This is an optimization exercise on Yosys and OpenROAD, whose aim is small area, not a production implementation. Function was checked by simulation only, so behaviour that the tests miss may differ from the original. The flow treats the clock pin as an ideal source, which a real chip does not have. Power is estimated from default activity; no workload was simulated.

==> design/flow/design.v <==
package alu_issue_ctrl_pkg;
    localparam int DATA_WIDTH_DEF     = 32;
    localparam int ALU_OPRN_WIDTH_DEF = 6;
    localparam int REG_ADDR_WIDTH_DEF = 5;
    typedef enum logic [1:0] {
        CLR  = 2'd0,   
        RD1  = 2'd1,   
        RD2  = 2'd2,   
        DONE = 2'd3    
    } state_e;
endpackage
module alu_issue_ctrl_register_file
#(
    parameter int DATA_WIDTH     = alu_issue_ctrl_pkg::DATA_WIDTH_DEF,
    parameter int REG_ADDR_WIDTH = alu_issue_ctrl_pkg::REG_ADDR_WIDTH_DEF
) (
    input  logic                  clk_i,
    output logic [DATA_WIDTH-1:0] tap_o,
    input  logic                  we_i,
    input  logic [DATA_WIDTH-1:0] wdata_i
);
    localparam int NREG = (1 << REG_ADDR_WIDTH) - 1;
    logic [DATA_WIDTH-1:0] ring_q [NREG];
    always_ff @(posedge clk_i) begin
        ring_q[0] <= we_i ? ~wdata_i : ring_q[NREG-1];
        for (int i = 1; i < NREG; i++) begin
            ring_q[i] <= ring_q[i-1];
        end
    end
    assign tap_o = ~ring_q[NREG-1];
endmodule
module alu_issue_ctrl
#(
    parameter int DATA_WIDTH     = alu_issue_ctrl_pkg::DATA_WIDTH_DEF,
    parameter int ALU_OPRN_WIDTH = alu_issue_ctrl_pkg::ALU_OPRN_WIDTH_DEF,
    parameter int REG_ADDR_WIDTH = alu_issue_ctrl_pkg::REG_ADDR_WIDTH_DEF
) (
    input  logic                      CLK,
    input  logic                      RST,
    input  logic                      REQ_VALID,
    output logic                      REQ_READY,
    input  logic [ALU_OPRN_WIDTH-1:0] REQ_OPRN,
    input  logic [REG_ADDR_WIDTH-1:0] REQ_RS1,
    input  logic [REG_ADDR_WIDTH-1:0] REQ_RS2,
    input  logic [REG_ADDR_WIDTH-1:0] REQ_RD,
    input  logic                      REQ_IMM_SEL,
    input  logic [DATA_WIDTH-1:0]     REQ_IMM,
    output logic [DATA_WIDTH-1:0]     ALU_OP1,
    output logic [DATA_WIDTH-1:0]     ALU_OP2,
    output logic [ALU_OPRN_WIDTH-1:0] ALU_OPRN,
    input  logic [DATA_WIDTH-1:0]     ALU_RESULT,
    output logic                      RSP_VALID,
    input  logic                      RSP_READY,
    output logic [DATA_WIDTH-1:0]     RSP_DATA,
    output logic [REG_ADDR_WIDTH-1:0] RSP_RD
);
    localparam logic [REG_ADDR_WIDTH-1:0] TAG_FIRST = REG_ADDR_WIDTH'(1);
    alu_issue_ctrl_pkg::state_e state_q, state_d;
    logic [REG_ADDR_WIDTH-1:0] tag_q, tag_d;
    logic                      rsp_valid_q, rsp_valid_d;
    logic                      wb_pend_q, wb_pend_d;
    logic [REG_ADDR_WIDTH-1:0] rd_q;
    logic [DATA_WIDTH-1:0]     x_n_q, x;
    logic [DATA_WIDTH-1:0] tap;
    logic                  rf_we;
    logic                  rs1_zero, rs2_zero;
    logic                  cap_a, cap_r, wb_now;
    assign rs1_zero = (REQ_RS1 == '0);
    assign rs2_zero = (REQ_RS2 == '0);
    assign cap_a  = (state_q == alu_issue_ctrl_pkg::RD1) && REQ_VALID &&
                    (rs1_zero || (tag_q == REQ_RS1));
    assign cap_r  = (state_q == alu_issue_ctrl_pkg::RD2) && REQ_VALID &&
                    (REQ_IMM_SEL || rs2_zero || (tag_q == REQ_RS2));
    assign wb_now = wb_pend_q && (tag_q == rd_q);
    assign rf_we  = (state_q == alu_issue_ctrl_pkg::CLR) || wb_now;
    alu_issue_ctrl_register_file #(
        .DATA_WIDTH     (DATA_WIDTH),
        .REG_ADDR_WIDTH (REG_ADDR_WIDTH)
    ) u_register_file (
        .clk_i   (CLK),
        .tap_o   (tap),
        .we_i    (rf_we),
        .wdata_i (x)
    );
    always_comb begin
        state_d     = state_q;
        tag_d       = {tag_q[3:0], tag_q[4] ^ tag_q[2]};
        rsp_valid_d = rsp_valid_q;
        wb_pend_d   = wb_pend_q;
        unique case (state_q)
            alu_issue_ctrl_pkg::CLR: begin
                wb_pend_d = 1'b0;
                if (tag_q == TAG_FIRST && !wb_pend_q) state_d = alu_issue_ctrl_pkg::RD1;
            end
            alu_issue_ctrl_pkg::RD1:
                if (cap_a) state_d = alu_issue_ctrl_pkg::RD2;
            alu_issue_ctrl_pkg::RD2:
                if (cap_r) begin
                    state_d     = alu_issue_ctrl_pkg::DONE;
                    rsp_valid_d = 1'b1;
                    wb_pend_d   = (REQ_RD != '0);
                end
            alu_issue_ctrl_pkg::DONE: begin
                if (RSP_READY) rsp_valid_d = 1'b0;
                if (wb_now)    wb_pend_d   = 1'b0;
                if (!rsp_valid_d && !wb_pend_d) state_d = alu_issue_ctrl_pkg::RD1;
            end
            default: state_d = alu_issue_ctrl_pkg::CLR;
        endcase
    end
    always_ff @(posedge CLK or posedge RST) begin
        if (RST) begin
            state_q     <= alu_issue_ctrl_pkg::CLR;
            tag_q       <= TAG_FIRST;
            rsp_valid_q <= 1'b0;
            wb_pend_q   <= 1'b1;
        end else begin
            state_q     <= state_d;
            tag_q       <= tag_d;
            rsp_valid_q <= rsp_valid_d;
            wb_pend_q   <= wb_pend_d;
        end
    end
    logic x_ld_tap, x_ld_res, x_hold;
    logic [DATA_WIDTH-1:0] x_d;
    assign x = ~x_n_q;
    assign x_ld_tap = (state_q == alu_issue_ctrl_pkg::CLR) || cap_a;
    assign x_ld_res = !x_ld_tap && cap_r;
    assign x_hold   = !x_ld_tap && !cap_r;
    assign x_d = ({DATA_WIDTH{x_ld_tap && !(state_q == alu_issue_ctrl_pkg::CLR || rs1_zero)}} & tap) |
                 ({DATA_WIDTH{x_ld_res}} & ALU_RESULT) |
                 ({DATA_WIDTH{x_hold}} & x);
    always_ff @(posedge CLK) begin
        x_n_q <= ~x_d;
        if (cap_r)
            rd_q <= REQ_RD;
    end
    assign REQ_READY = cap_r;
    assign RSP_VALID = rsp_valid_q;
    assign RSP_DATA  = x;
    assign RSP_RD    = rd_q;
    assign ALU_OP1   = x;
    assign ALU_OP2   = REQ_IMM_SEL ? REQ_IMM : (rs2_zero ? '0 : tap);
    assign ALU_OPRN  = REQ_OPRN;
endmodule
==> design/flow/flow/run.sh <==
#!/bin/bash
# Standard layout (standard.sh, unchanged synthesis), with smaller port
# buffers, combinational logic re-mapped for area after floorplan, a clock
# tree built from small buffers without dummy loads, and data-path cells
# downsized after CTS where timing allows.
set -euo pipefail
cat >> config.mk <<CFG
export BUFFER_PORTS_ARGS = -buffer_cell sky130_fd_sc_hd__buf_1
export CTS_ARGS = -sink_clustering_enable -repair_clock_nets -dont_use_dummy_load -buf_list sky130_fd_sc_hd__clkbuf_4 -sink_clustering_size 11 -sink_clustering_max_diameter 45
export POST_CTS_TCL = $(pwd)/flow/post_cts.tcl
export POST_FLOORPLAN_TCL = $(pwd)/flow/post_floorplan.tcl
CFG
bash standard.sh finish > flow_make.log 2>&1
==> design/flow/flow/filt_lib.py <==
# Write a copy of a liberty file without the given cells (for restructure,
# which does not honour set_dont_use).
import re, sys
src, dst = sys.argv[1], sys.argv[2]
drop = set(sys.argv[3:])
text = open(src).read()
out = []
i = 0
pat = re.compile(r'^\s*cell\s*\(\s*"?([A-Za-z0-9_]+)"?\s*\)\s*\{', re.M)
pos = 0
for m in pat.finditer(text):
    if m.start() < pos:
        continue
    name = m.group(1)
    # find the matching closing brace
    depth = 0
    j = m.end() - 1
    while True:
        c = text[j]
        if c == '{':
            depth += 1
        elif c == '}':
            depth -= 1
            if depth == 0:
                break
        j += 1
    if name in drop:
        out.append(text[pos:m.start()])
        pos = j + 1
open(dst, 'w').write(''.join(out) + text[pos:])
==> design/flow/flow/post_cts.tcl <==
# After CTS: downsize data-path cells that have slack to spare, then
# legalise the placement again.
estimate_parasitics -placement
repair_timing -recover_power 100 -setup_margin 0.3 -verbose
detailed_placement
check_placement -verbose
==> design/flow/flow/post_floorplan.tcl <==
# After floorplan: re-map the combinational logic for area with ABC
# (registers are left as synthesis made them). restructure does not honour
# set_dont_use, so it reads a copy of the library without the don't-use cells.
set lib [lindex $::env(LIB_FILES) 0]
set rmp_dir $::env(OBJECTS_DIR)/rmp
file mkdir $rmp_dir
set rmp_lib $rmp_dir/restructure.lib
exec python3 [file dirname [info script]]/filt_lib.py $lib $rmp_lib {*}$::env(DONT_USE_CELLS)
report_design_area
restructure -liberty_file $rmp_lib -target area \
  -tielo_port sky130_fd_sc_hd__conb_1/LO -tiehi_port sky130_fd_sc_hd__conb_1/HI \
  -work_dir $rmp_dir -abc_logfile $::env(LOG_DIR)/2_1_restructure_abc.log
report_design_area
==> design/flow/standard.sh <==
#!/bin/bash
# synth_recipe.tcl (not shown) runs the flow's synth.tcl, then flattens the netlist and writes it again
# the make line also repeats each setting of config.mk as NAME=value (left out here)
make -C /OpenROAD-flow-scripts/flow DESIGN_CONFIG=/design/flow/config.mk WORK_HOME=/design/flow/orfs CLKGATE_MAP_FILE= SYNTH_SCRIPT=/design/flow/synth_recipe.tcl "${@:-finish}"
==> design/flow/config.mk <==
export PLATFORM = sky130hd
export DESIGN_NAME = alu_issue_ctrl
export DESIGN_NICKNAME = alu_issue_ctrl
export VERILOG_FILES = /design/flow/design.v
export SDC_FILE = /design/flow/constraint.sdc
export NUM_CORES = 4
export LEC_CHECK = 0
export ABC_AREA = 1
export CAP_MARGIN = 0
export CORE_MARGIN = 2
export CORE_UTILIZATION = 66
export PLACE_DENSITY = 0.8
export SLEW_MARGIN = 0
export BUFFER_PORTS_ARGS = -buffer_cell sky130_fd_sc_hd__buf_1
export CTS_ARGS = -sink_clustering_enable -repair_clock_nets -dont_use_dummy_load -buf_list sky130_fd_sc_hd__clkbuf_4 -sink_clustering_size 11 -sink_clustering_max_diameter 45
export POST_CTS_TCL = /design/flow/flow/post_cts.tcl
export POST_FLOORPLAN_TCL = /design/flow/flow/post_floorplan.tcl
==> design/flow/constraint.sdc <==
create_clock -name core_clock -period 5.0 [get_ports {CLK}]
set_input_delay 1.0000 -clock core_clock [delete_from_list [all_inputs] [get_ports {CLK}]]
set_output_delay 1.0000 -clock core_clock [all_outputs]
set_load 0.01 [all_outputs]
==> results of run 1 <==
[metal layers]
metal  routed length [um]  part of all wire  track usage
met4                  938             0.030       0.0872
met1                15000              0.47        0.241
met5                   44            0.0014            0
met2                14000              0.44        0.253
met3                 1720             0.054       0.0524
[registers in the layout (all words and copies together) (netlist names)]
register,flops
u_register_file.ring_q,992
x_n_q,32
rsp_valid_q,1
state_q,2
tag_q,5
rd_q,5
wb_pend_q,1
[critical path, stage by stage, from the launching register on]
cell                       delay, ns
sky130_fd_sc_hd__dfstp_2        0.54
sky130_fd_sc_hd__clkinv_1       0.19
sky130_fd_sc_hd__a221oi_1       0.34
sky130_fd_sc_hd__a31oi_1        0.15
sky130_fd_sc_hd__nor3_2         0.12
sky130_fd_sc_hd__buf_4          0.46
sky130_fd_sc_hd__buf_1          0.21
[per-stage QoR]
| step | utilization | hold slack [ns] |
|---|---|---|
| 2_1_floorplan | - | 0.310 |
| 3_3_place_gp | 0.681 | 0.311 |
| 3_5_place_dp | 0.681 | 0.312 |
| 5_1_grt | 0.704 | 0.287 |
| 6_report | 0.704 | 0.316 |
[cells in the final DEF, fill, tap and decap left out, types with 4 or more instances in the layout]
cell                          n
sky130_fd_sc_hd__dfxtp_1   1024
sky130_fd_sc_hd__buf_1      184
sky130_fd_sc_hd__clkbuf_4   104
sky130_fd_sc_hd__clkinv_1    75
sky130_fd_sc_hd__nand2_1     39
sky130_fd_sc_hd__o22ai_1     38
sky130_fd_sc_hd__o21ai_0     34
sky130_fd_sc_hd__a222oi_1    32
sky130_fd_sc_hd__dfrtp_1      7
sky130_fd_sc_hd__nor2_1       7
sky130_fd_sc_hd__edfxtp_1     5
sky130_fd_sc_hd__a22oi_1      4
[worst max path at each step]
| stage | start | end | slack (ns) |
|---|---|---|---|
| after floorplan | REQ_IMM_SEL | REQ_READY | 2.16 |
| after global placement | REQ_IMM_SEL | x_n_q[19] | 1.59 |
| after detailed placement | REQ_RS2[4] | x_n_q[8] | 1.39 |
| after global routing | tag_q[2] | REQ_READY | 0.99 |
| final | tag_q[0] | REQ_READY | 1.18 |
[power groups by stage]
stage	combinational (mW)	sequential [mW]	clock, mW
5_1_grt	0.0843	8.27	3.59
2_1_floorplan	0.0375	8.46	0
3_3_place_gp	0.0737	8.46	0
3_5_place_dp	0.0754	8.46	0
6_report	0.0756	8.27	3.13
[layout make-up]
cell class              count  area (um2)  share of cell area
diodes                      3        7.51            0.000307
clock buffers             104         781              0.0320
inverters                  75         282              0.0115
multi-input cells         183        1170              0.0477
flip-flops and latches   1038       20900               0.855
well taps                 455         569              0.0233
repair buffers            192         741              0.0303
[kinds of logic after synthesis]
group                    after synthesis  synth area share
XOR/XNOR                               6           0.00225
adder cells (fa/ha/maj)                4           0.00214
AO/OA/AOI/OAI                         71            0.0159
AND/OR/NAND/NOR                      302            0.0535
flip-flops                          1038             0.893
buffers and inverters                157            0.0335
==> impl.org, run 1 <==
** Critical path
- Along the worst path, the maximum fanout reaches 40.
- Data arrival time of the critical path :: 2.82 ns
- STA classifies the critical path endpoint as an output port.
- Capture instance of the worst register-to-register path :: u_register_file.ring_q[0][31]
- Data on the critical path is required at its endpoint by 4.00 ns.
- Type of origin of the critical path :: flop
- Beginning of the worst register-to-register path :: tag_q[3]
- Register-to-register setup slack :: 1.64 ns
- The critical path in this run is classified as flop to output port.
- Length in cells of the worst reg-to-reg path :: 6

** Place
- Setup Slack @ Placement :: 1.39 ns
- Final HPWL DP :: 18700 um
- Routability congestion estimate :: 0.783
- Input and output buffers added on the ports amount to 186.
- Counting tap cells, the placed design contains a total of 1942 instances.
- In this run the cell area measured after placement is 23600 um2.

** Power
- Dividing total power by cell area gives a power density of 470 nW/um2.
- Of the total power, the share spent switching nets is 0.193.
- Power comes to 11.5 mW.
- Proportion of power drawn by flip-flops and latches :: 0.721
- Internal power comes to 9.26 mW.
- IR analysis of the VDD net gives a maximum drop of 312 uV.
- The share of total power dissipated in combinational logic is 0.007.
- In this run the power spent charging and discharging nets is 2.22 mW.
- The share of total power dissipated in the clock network is 0.273.
- Summed over all cells, the static leakage comes to 9.64 nW.

** Global route
- The initial antenna violation count came to 5.
- Total gr overflow :: 0
- Global Route Usage Sum :: 0.175
- The first global-routing pass estimated 49000 um of wire.
- Entering global routing, the biggest net connects 41 pins.
- The number of global-route vias before repair came to 9611.

** Timing
- Setup violations remaining at the end of the flow were counted as 0.
- Final Hold Fails :: 0
- Crit share post-route :: 0.765
- The number of max-slew violations in the final report came to 0.
- Based on the critical path, the design can be clocked at up to 0.262 GHz.
- RSZ-0062 raised after global routing :: no
- Total Neg Setup Slack :: 0 ns
- Max Clock Skew :: 0.0318 ns
- Slew margin rel. :: 0.345
- Fin crit period :: 3.82 ns
- Slack of the critical path :: 1.18 ns
- Worst-Margin Slew :: 0.980 ns

** Floorplanning
- Initial core utilization :: 0.674
- Total Die Area :: 37000 um2
- The floorplan step set the die height to 192 um.
- The floorplan step set the die width to 192 um.
- For this design the top-level I/O count stands at 199.
- Placeable core region :: 34700 um2
- The initialized floorplan defines 68 standard-cell rows.

** Routing
- # DRC :: 0
- Detailed-route via count :: 9620
- Total detailed-routing wirelength :: 31700 um
- Via density :: 4.69
- Detail-routed net length per standard cell :: 15.4 um
- The first detailed-routing pass ran for 6 iterations.
- Number of nets with antenna violations after routing :: 0
- After the first detailed-routing iteration, the DRC count stood at 646.

** Layout
- Fill count :: 2288
- Of the cells placed in the final design, the portion with a size suffix greater than 1 is 0.0722.
- Syn-to-layout area delta :: 4.43%
- After routing the design area is 24400 um2.
- After the flow finishes, the layout carries non-filler instances totaling 2050.
- The final layout contains 1684 nets.

** Yosys
- Yosys mapped the design onto 28 distinct sky130hd cell types.
- Synthesized netlist net count :: 1672
- The share of synthesized area in the top cell type comes to 0.877.
- Sequential area share after synthesis :: 0.893
- Cell type with the largest total area after synthesis :: sky130_fd_sc_hd__dfxtp_1
- Counting flops and latches in the post-synthesis netlist gives 1038.
- Most instantiated flip-flop cell in the synthesis netlist :: sky130_fd_sc_hd__dfxtp_1
- Number of synthesis warnings :: 3
- Dominant cells by area after synthesis :: sky130_fd_sc_hd__dfxtp_1 88%, sky130_fd_sc_hd__nand2_1 2.8%, sky130_fd_sc_hd__inv_1 1.4%
- Number of enable flip-flop cells after synthesis :: 5
- For this run, asynchronously set or reset flops after synthesis account for 0.00867.
- The synthesized netlist occupies a cell area of 23400 um2.
- Post-synthesis area per instance :: 14.8 um2
- Most frequent cells after synthesis :: 1024 x sky130_fd_sc_hd__dfxtp_1, 177 x sky130_fd_sc_hd__nand2_1, 88 x sky130_fd_sc_hd__inv_1
- Counting every instance in the synthesized netlist gives 1578.
- By instance count, the leading cell after synthesis is sky130_fd_sc_hd__dfxtp_1.

** Hold path
- WHS Path Cells :: 0
- Worst hold path startpoint :: u_register_file.ring_q[3][17]
- Hold WC Path Type :: flop to flop
- Capture endpoint of the worst hold path :: u_register_file.ring_q[4][17]

** Outcome
- Status :: timing/DRC/antenna clean

** Job
- Max-cap violations in this run came to 0.

** Clock network
- TritonCTS built the clock tree.
- Clock latency on the worst-skew pair :: 0.78 ns
- Clock tree sinks :: 1038
- Worst-path clk slew :: 0.10 ns
==> inputs of run 2 (changes only) <==
--- a/design/flow/config.mk
+++ b/design/flow/config.mk
@@ -9,6 +9,6 @@
 export CAP_MARGIN = 0
 export CORE_MARGIN = 2
-export CORE_UTILIZATION = 66
-export PLACE_DENSITY = 0.8
+export CORE_UTILIZATION = 60
+export PLACE_DENSITY = 0.75
 export SLEW_MARGIN = 0
 export BUFFER_PORTS_ARGS = -buffer_cell sky130_fd_sc_hd__buf_1
==> run 2 against run 1 <==
  * Register-to-register slack lost 0.64 ns
  * Maximum frequency shrank 4.5%
  * Setup slack lost 0.18 ns
  * Sequential share of layout area is 0.26 points lower
  * Global-route usage shrank 2.1 points
  * Highest routed layer unchanged
==> impl.org, run 2 <==
** Layout
- The number of standard cells in the layout, taps in and fillers out came to 2113 (+3.1%).
- Top library cells by usage in the layout, fill and taps aside :: 1024 x sky130_fd_sc_hd__dfxtp_1, 185 x sky130_fd_sc_hd__buf_1, 105 x sky130_fd_sc_hd__clkbuf_4
- The net total in the final layout is 1686 (+0.12%).
- The number of flip-flops in the largest register was 992 (unchanged).
- Largest registers :: u_register_file.ring_q (992), x_n_q (32)
- The share of final-layout standard cells stronger than drive strength 1 is 0.0740 (+0.00179).
- The area growth from synthesis to layout is 4.75%.
- Leaving out fill and tap cells, the most frequent cell in the layout is sky130_fd_sc_hd__dfxtp_1.
- u_register_file.ring_q holds more flip-flops than any other register.

** Power
- The leakage power figure was 9.65 nW (+0.12%).
- Gate power share :: 0.007 (about the same)
- The maximum ir drop on the vdd rail came to 242 uV (-22%).
- The sequential share of power was 0.719 (-0.002).
- Power Dens Cells :: 469 nW/um2 (-0.16%)
- Internal portion of total power :: 9.27 mW (about the same)
- The switching part of the total power came to 0.194 (+0.000488).
- Sw Pwr :: 2.23 mW (+0.40%)
- Clock group share of total power :: 0.274 (about the same)

** Global route
- The maximum number of pins on one net before global-route repair was 34 (-17%).
- The wire length of the first global-routing pass is 49100 um (+0.11%).
- Global Route Usage Sum :: 0.154 (-0.0205)
- Initial antenna violation count :: 5 (unchanged)
- The global route total overflow was 0 (unchanged).
- Via count of the first global-routing pass :: 9624 (+0.14%)

** Hold path
- Hold WC Path Type :: input port to asynchronous set/reset pin

** Critical path
- CP max FO :: 32 (-20%)
- The stage delay of the slowest cell on the critical path was 0.65 ns (+0.11 ns).
- The count of buffering cells on the critical path with inverters included is 2 (-1).
- The worst-case register-to-register setup slack is 1.0 ns (-0.64 ns).
- Critical path, cell by cell :: clkinv_1 > a221oi_1 > a31oi_1 > nor3_1 > nor3_1 > a211oi_1 > nand2_1 > nor2_1 > nor2_4 > clkbuf_2 > a222oi_1
- The data arrival time of the critical path was 4.63 ns (+1.81 ns).
- Worst setup path category :: flop to flop
- Data required time at the worst endpoint :: 5.63 ns (+1.63 ns)
- The slowest stage of the critical path is the sky130_fd_sc_hd__nor3_1 cell.
- By instance count, the cell type seen most on the critical path is sky130_fd_sc_hd__nor3_1.
- Critical path's top delay family :: compound AO/OA/AOI/OAI gates
- Type of origin of the critical path :: flop
- STA classifies the critical path endpoint as a flop.

** Outcome
- Status :: timing/DRC/antenna clean

** Floorplanning
- I/O pin total :: 199 (unchanged)
- Total Die Area :: 40600 um2 (+9.8%)
- The vertical extent of the die is 201 um (+4.8%).
- The number of rows in the core area came to 72 (+5.9%).
- Initial core utilization :: 0.607 (-0.0672)
- The die outline width is 201 um (+4.8%).
- The total core area was 38600 um2 (+11%).

** Timing
- The final count of hold timing violations is 0 (unchanged).
- The worst max-slew margin expressed relative to the limit is 0.281 (-0.0648).
- Slack of the critical path :: 0.999 ns (-0.178 ns)
- The maximum clock frequency was 0.250 GHz (-4.5%).
- Setup repair after global routing left no endpoint under its margin.
- Crit share post-route :: 0.800 (+0.0356)
- The final critical-path required period is 4.00 ns (+0.178 ns).
- Final setup vio count :: 0 (unchanged)
- Max Clock Skew :: 0.0764 ns (+0.0446 ns)
- Total Neg Setup Slack :: 0 ns (unchanged)
- The transition at the pin with the smallest max-transition slack is 1.08 ns (+0.0970 ns).
- Fin. max-slew vios :: 0 (unchanged)
- The worst hold slack is 0.144 ns (-0.172 ns).

** Yosys
- Most frequent cells after synthesis :: 1024 x sky130_fd_sc_hd__dfxtp_1, 177 x sky130_fd_sc_hd__nand2_1, 88 x sky130_fd_sc_hd__inv_1
- The gate count of the mapped netlist came to 1578 (unchanged).
- Dominant cells by area after synthesis :: sky130_fd_sc_hd__dfxtp_1 88%, sky130_fd_sc_hd__nand2_1 2.8%, sky130_fd_sc_hd__inv_1 1.4%
- The portion of the post-synthesis area used by sequential elements is 0.893 (unchanged).
- Synthesized netlist net count :: 1672 (unchanged)
- Number of different library cells in the post-synthesis netlist :: 28 (unchanged)
- The number of flops mapped to enable cells by yosys is 5 (unchanged).
- Post-synth ARST share :: 0.00867 (unchanged)
- The per-instance average area after synthesis came to 14.8 um2 (unchanged).
- The portion of synthesized cell area occupied by the leading cell type was 0.877 (unchanged).
- Summed over all instances, the cell type with the most area after synthesis is sky130_fd_sc_hd__dfxtp_1.
- Synthesized flop and latch total :: 1038 (unchanged)
- The synthesized area came to 23400 um2 (unchanged).
- Yosys instantiated no cell more often than sky130_fd_sc_hd__dfxtp_1.
- The number of warnings issued by yosys was 3 (unchanged).
- Most instantiated flip-flop cell in the synthesis netlist :: sky130_fd_sc_hd__dfxtp_1

** Routing
- Via density :: 4.58 (-2.5%)
- Routed signal wires occupy layers up through met5.
- The number of remaining DRC errors is 0 (unchanged).
- Detailed-route via count :: 9670 (+0.52%)
- The met1 routed wirelength after detailed routing came to 14500 um (-3.1%).
- The count of TritonRoute iterations in the first routing pass is 8 (+2).
- The initial DRC count is 589 (-8.8%).
- The total met3 wirelength after detailed routing is 1940 um (+13%).
- The average detailed-routed wire length per instance was 14.5 um (-6.3%).
- Number of nets with antenna violations after routing :: 0 (unchanged)
- Met2 wire len :: 13100 um (-6.0%)
- Total detailed-routing wirelength :: 30600 um (-3.4%)

** Place
- The final weighted congestion in routability-driven placement was 0.858 (+9.6%).
- Number of buffers inserted by port buffering :: 186 (unchanged)
- The worst slack at placement is 1.27 ns (-0.128 ns).
- Final HPWL DP :: 17500 um (-6.6%)
- The number of cells in the design after placement is 2007 (+3.3%).

** Clock network
- Clock tree sinks :: 1038 (unchanged)
- CTS tree :: done
- Worst-path clk slew :: 0.11 ns (about the same)
- Clock latency on the worst-skew pair :: 0.78 ns (about the same)

** Job
- Number of maximum-capacitance constraint violations :: 0 (unchanged)
==> run 2: changes by cell type in the layout (fill, tap and decap cells not counted), sizes merged <==
| cell | previous run | this run |
|---|---|---|
| dlygate4sd3 | 1 | 0 |
| diode | 3 | 1 |
| clkbuf | 108 | 111 |
==> run 2: cell families after synthesis <==
family,Yosys count,synth area share
XOR/XNOR,6,0.00225
AND/OR/NAND/NOR,302,0.0535
buffers and inverters,157,0.0335
adder cells (fa/ha/maj),4,0.00214
flip-flops,1038,0.893
AO/OA/AOI/OAI,71,0.0159
==> run 2: per-stage QoR <==
step                cell area, um2  utilization  power, mW
global placement             23700        0.615       8.53
finish                       24500        0.635       11.5
floorplan                    23400            -       8.50
detailed placement           23700        0.615       8.54
global route                 24500        0.635       12.0
==> run 2: cell type report <==
class                   instances  area, um2
well taps                     518        648
diodes                          1       2.50
repair buffers                193        739
flip-flops and latches       1038      20900
inverters                      75        282
multi-input cells             183       1160
fillers                      2856      14100
clock buffers                 105        788
==> run 2: layer usage <==
layer  global-route usage  vias up
li1                     -     4764
met1                0.211     4511
met2                0.226      301
met3               0.0475       88
met4               0.0720        6
met5                    0        -
==> run 2: power by group through the flow <==
stage	logic (mW)	registers, mW	clock network [mW]
2_1_floorplan	0.0375	8.46	0
3_3_place_gp	0.0735	8.46	0
3_5_place_dp	0.0760	8.46	0
5_1_grt	0.0839	8.27	3.65
6_report	0.0762	8.27	3.15
==> run 2: worst paths after layout <==
| check | start | to | cells after the start |
|---|---|---|---|
| worst max-delay path | tag_q[0] | x_n_q[2] | 11 |
| worst min-delay path | RST | rsp_valid_q | 2 |
| worst min register to register | u_register_file.ring_q[29][30] | u_register_file.ring_q[30][30] | 0 |
| min in group core_clock | u_register_file.ring_q[29][30] | u_register_file.ring_q[30][30] | 0 |
| max in group asynchronous | RST | tag_q[0] | 2 |
| worst max register to register | tag_q[0] | x_n_q[2] | 11 |

-- port drivers added, routing unchanged --
In the flow no input, the clock included, has a driving cell. The finished layouts below were timed again as built, in two steps.
Step 1: set_driving_cell puts a clkbuf_16 on CLK and a buf_2 on each other input, an assumption about the parent block.
Step 2 moves the port delays by t, midway between the first and last clock arrival at a register: inputs arrive t later, outputs are due t later. That takes back most of the time a late clock gives input paths.
Three values: no drivers, after step 1, after step 2; two values: the first two.
run	shift t [ns]	setup WS [ns]	worst hold slack (ns)	worst setup path at the end	worst register clock-pin slew, ns
run 1	0.809	1.177 / 1.130 / 1.290	0.316 / 0.316 / 0.316	input to register	0.12 / 0.12
run 2	0.783	0.999 / 0.999 / 0.464	0.144 / 0.120 / 0.265	input to register	0.11 / 0.11
After both steps setup and hold are still met in every run listed. For run 2, which loses most, drivers alone change the setup slack by 0.000 ns; drivers and shift together by -0.535 ns.
